From an optimization exercise on the open Yosys and OpenROAD flow, aimed at small area and a short achievable clock period; shortcuts taken in it are not production practice.
Only simulation tests tie the RTL to the original design; equivalence was not proved.
The clock port is modelled as an ideal driver, which makes a skipped or thinned clock tree look cheaper than it is; a real chip needs a root buffer or a tree.
Power and IR drop assume default switching activity.

==> branch xenon <==
Design xbar_alloc_top, start of the top module:
module xbar_alloc_top (
   input  logic         clk,
   input  logic         rst,
   input  logic [24:0]  req,
   input  logic [4:0]   req_tail,
   input  logic [4:0]   out_ready,
   output logic [24:0]  select,
   output logic [4:0]   grant
);
export LEC_CHECK = 0
export CAP_MARGIN = 20
export CORE_MARGIN = 2
export CORE_UTILIZATION = 30
export SLEW_MARGIN = 20
create_clock -name core_clock -period 11.5 [get_ports {clk}]
standard.sh (not shown) runs the stock make flow with config.mk's settings and CLKGATE_MAP_FILE= SYNTH_SCRIPT=/design/flow/synth_recipe.tcl, a recipe that flattens the netlist after the stock synthesis.
==> flow/flow/run.sh <==
#!/bin/bash
# The standard layout with these changes:
#  - synthesis maps logic with flow/abc_area.script (synth_recipe.tcl plus flow/abc_hook.tcl)
#  - the port buffers are the smallest plain buffer instead of the delay buffer
#    buffer_ports picks by default
#  - clock tree: no dummy load cells, and no root buffer (flow/post_cts.tcl)
#  - after CTS, gate upsizing toward a setup slack of flow/margin ns (flow/post_cts.tcl)
set -euo pipefail
export BUFFER_PORTS_ARGS="-buffer_cell sky130_fd_sc_hd__buf_1"
export CTS_ARGS="-sink_clustering_enable -repair_clock_nets -dont_use_dummy_load -buf_list sky130_fd_sc_hd__clkbuf_8 -root_buf sky130_fd_sc_hd__clkbuf_8 -tree_buf sky130_fd_sc_hd__clkbuf_8 -sink_clustering_size 30 -sink_clustering_max_diameter 100"
export FLOW_DIR_OWN=$PWD/flow
export POST_CTS_TCL=$PWD/flow/post_cts.tcl
export MY_ABC_SCRIPT=$PWD/flow/abc_area.script
{ head -n 1 synth_recipe.tcl; cat flow/abc_hook.tcl; tail -n +2 synth_recipe.tcl; } > my_synth.tcl
sed "s#SYNTH_SCRIPT=[^ ]*#SYNTH_SCRIPT=$PWD/my_synth.tcl#" standard.sh > my_standard.sh
grep -q "SYNTH_SCRIPT=$PWD/my_synth.tcl" my_standard.sh
bash my_standard.sh > standard.log 2>&1
==> flow/flow/abc_area.script <==
strash
&get -n
&deepsyn -T 60
&put
map -D 2200
topo
upsize -c -D 1000
dnsize -c -D 1000
==> flow/flow/abc_hook.tcl <==
# Map with flow/abc_area.script (area-oriented) in place of ORFS's speed script; the rest
# of the synthesis, registers included, is the standard synthesis unchanged.
proc abc {args} {
  set i [lsearch -exact $args -script]
  if { $i >= 0 } { lset args [expr {$i + 1}] $::env(MY_ABC_SCRIPT) }
  yosys abc {*}$args
}
==> flow/flow/drop_clock_root.tcl <==
# Drop the clock tree's root buffer: the clock port then drives the first-level
# buffers directly (two pins, under the port's fan-out limit).
proc drop_clock_root {} {
  set block [ord::get_db_block]
  set root [$block findInst clkbuf_0_clk]
  if { $root == "NULL" } { return }
  set in_net ""
  set out_net ""
  foreach it [$root getITerms] {
    set mt [$it getMTerm]
    if { [$mt getSigType] != "SIGNAL" } { continue }
    if { [$mt getIoType] == "INPUT" } { set in_net [$it getNet] }
    if { [$mt getIoType] == "OUTPUT" } { set out_net [$it getNet] }
  }
  set loads {}
  foreach it [$out_net getITerms] {
    if { [$it getInst] != $root } { lappend loads $it }
  }
  if { [llength $loads] > 3 } { return }
  foreach it $loads {
    $it disconnect
    $it connect $in_net
  }
  odb::dbInst_destroy $root
  odb::dbNet_destroy $out_net
  puts "dropped clock root buffer; clock port now drives [llength $loads] buffers"
}
==> flow/flow/margin <==
5.1
==> flow/flow/post_cts.tcl <==
# After CTS: drop the clock tree's root buffer (flow/drop_clock_root.tcl), then upsize
# gates on the slowest input-to-output paths until the setup slack reaches flow/margin
# ns (gate sizing only: no buffers, no restructuring), then legalize the placement again.
source $::env(FLOW_DIR_OWN)/drop_clock_root.tcl
drop_clock_root
set margin [string trim [exec cat $::env(FLOW_DIR_OWN)/margin]]
estimate_parasitics -placement
repair_timing -setup -setup_margin $margin -sequence sizeup -skip_last_gasp -verbose
detailed_placement
check_placement -verbose
==> branch maple: changes against branch xenon <==
--- a/flow/flow/run.sh
+++ b/flow/flow/run.sh
@@ -3,7 +3,7 @@
 #  - synthesis maps logic with flow/abc_area.script (synth_recipe.tcl plus flow/abc_hook.tcl)
 #  - the port buffers are the smallest plain buffer instead of the delay buffer
 #    buffer_ports picks by default
-#  - clock tree: no dummy load cells, and no root buffer (flow/post_cts.tcl)
+#  - clock tree: no dummy load cells
 #  - after CTS, gate upsizing toward a setup slack of flow/margin ns (flow/post_cts.tcl)
 set -euo pipefail
 export BUFFER_PORTS_ARGS="-buffer_cell sky130_fd_sc_hd__buf_1"
==> flow/flow/abc_area.script (replaced) <==
strash
&get -n
&deepsyn -T 60
&put
dch -f
map -a
mfs2
strash
dch -f
map -a
topo
upsize -c -D 1000
dnsize -c -D 1000
==> flow/flow/margin (replaced) <==
5.3
==> flow/flow/post_cts.tcl (replaced) <==
# After CTS: upsize gates on the slowest input-to-output paths until the setup slack
# reaches flow/margin ns (gate sizing only: no buffers, no restructuring), then
# legalize the placement again.
set margin [string trim [exec cat $::env(FLOW_DIR_OWN)/margin]]
estimate_parasitics -placement
repair_timing -setup -setup_margin $margin -sequence sizeup -skip_last_gasp -verbose
detailed_placement
check_placement -verbose
removed: flow/flow/drop_clock_root.tcl
==> branch ember: changes against branch xenon <==
==> flow/flow/run.sh (replaced) <==
#!/bin/bash
# The standard layout, with the port buffers made from the smallest plain buffer
# instead of the delay buffer buffer_ports picks by default, and timing repair aimed
# at a setup slack of SETUP_SLACK_MARGIN ns.
set -euo pipefail
export BUFFER_PORTS_ARGS="-buffer_cell sky130_fd_sc_hd__buf_1"
export SETUP_SLACK_MARGIN=$(cat flow/margin)
bash standard.sh > standard.log 2>&1
==> flow/flow/margin (replaced) <==
5.5
removed: flow/flow/abc_area.script
removed: flow/flow/abc_hook.tcl
removed: flow/flow/drop_clock_root.tcl
removed: flow/flow/post_cts.tcl
==> branch fjord: changes against branch xenon <==
==> flow/flow/run.sh (replaced) <==
#!/bin/bash
# The standard layout, with the port buffers made from the smallest plain buffer
# instead of the delay buffer buffer_ports picks by default.
set -euo pipefail
export BUFFER_PORTS_ARGS="-buffer_cell sky130_fd_sc_hd__buf_1"
bash standard.sh > standard.log 2>&1
removed: flow/flow/abc_area.script
removed: flow/flow/abc_hook.tcl
removed: flow/flow/drop_clock_root.tcl
removed: flow/flow/margin
removed: flow/flow/post_cts.tcl
==> qor summary <==
Average vias per placed instance: branch maple 5.29; branch fjord 5.72; branch xenon 5.38; branch ember 5.74
Sequential fraction of the synthesis area: branch maple 26.7%; branch fjord 23.1%; branch xenon 28.6%; branch ember 23.1%
Filler cell count in the final layout: branch maple 694; branch fjord 757; branch xenon 642; branch ember 751
Total CTS buffers: branch maple -; branch fjord 3; branch xenon -; branch ember 3
Status: branch maple finished clean; branch fjord finished clean; branch xenon finished clean; branch ember finished clean
DR pass1 iterations: branch maple 4; branch fjord 7; branch xenon 4; branch ember 5
Post-Synth Simple-Gate Area: branch maple 32.5%; branch fjord 33.6%; branch xenon 25.1%; branch ember 33.6%
Mean area per synthesized cell: branch maple 6.45 sq um; branch fjord 7.42 sq um; branch xenon 6.67 sq um; branch ember 7.42 sq um
Design area: branch maple 0.00232 sq mm; branch fjord 0.00256 sq mm; branch xenon 0.00213 sq mm; branch ember 0.00275 sq mm
Clock network power: branch maple 0.0461 mW; branch fjord 0.0455 mW; branch xenon 0.0336 mW; branch ember 0.0454 mW
Clock root buffer: branch maple -; branch fjord sky130_fd_sc_hd__clkbuf_8; branch xenon -; branch ember sky130_fd_sc_hd__clkbuf_8
Wire length the detailed router placed on met1: branch maple 2.83 mm; branch fjord 3.15 mm; branch xenon 2.71 mm; branch ember 3.31 mm
DIE WIDTH: branch maple 83.1 microns; branch fjord 89.0 microns; branch xenon 80.4 microns; branch ember 89.0 microns

-- what the ideal ports hide --
In the flow no input, the clock included, has a driving cell. The finished layouts below were timed again as built, in two steps. Step 1 sets driving cells, clkbuf_16 on the clock port and buf_2 on the other inputs (assumed; they add their load-dependent delay and slew). Step 2, shift: input delay + t, output delay - t, t = (earliest + latest rising clock arrival at the registers) / 2. This alone moves slack from input paths to output paths. a / b / c = no drivers / after step 1 / after step 2; a / b = the first two.
| run | t, ns | slack for setup (ns) | cell pins on the clock port's net |
|---|---|---|---|
| branch xenon | 0.168 | 5.116 / 5.094 / 5.094 | 2 |
| branch maple | 0.280 | 5.182 / 5.145 / 5.145 | 1 |
| branch ember | 0.279 | 5.494 / 5.470 / 5.470 | 1 |
| branch fjord | 0.279 | 5.048 / 5.026 / 5.026 | 1 |
After both steps setup and hold are still met in every run listed. For branch maple, which loses most, drivers alone change the setup slack by -0.037 ns; drivers and shift together by -0.037 ns.
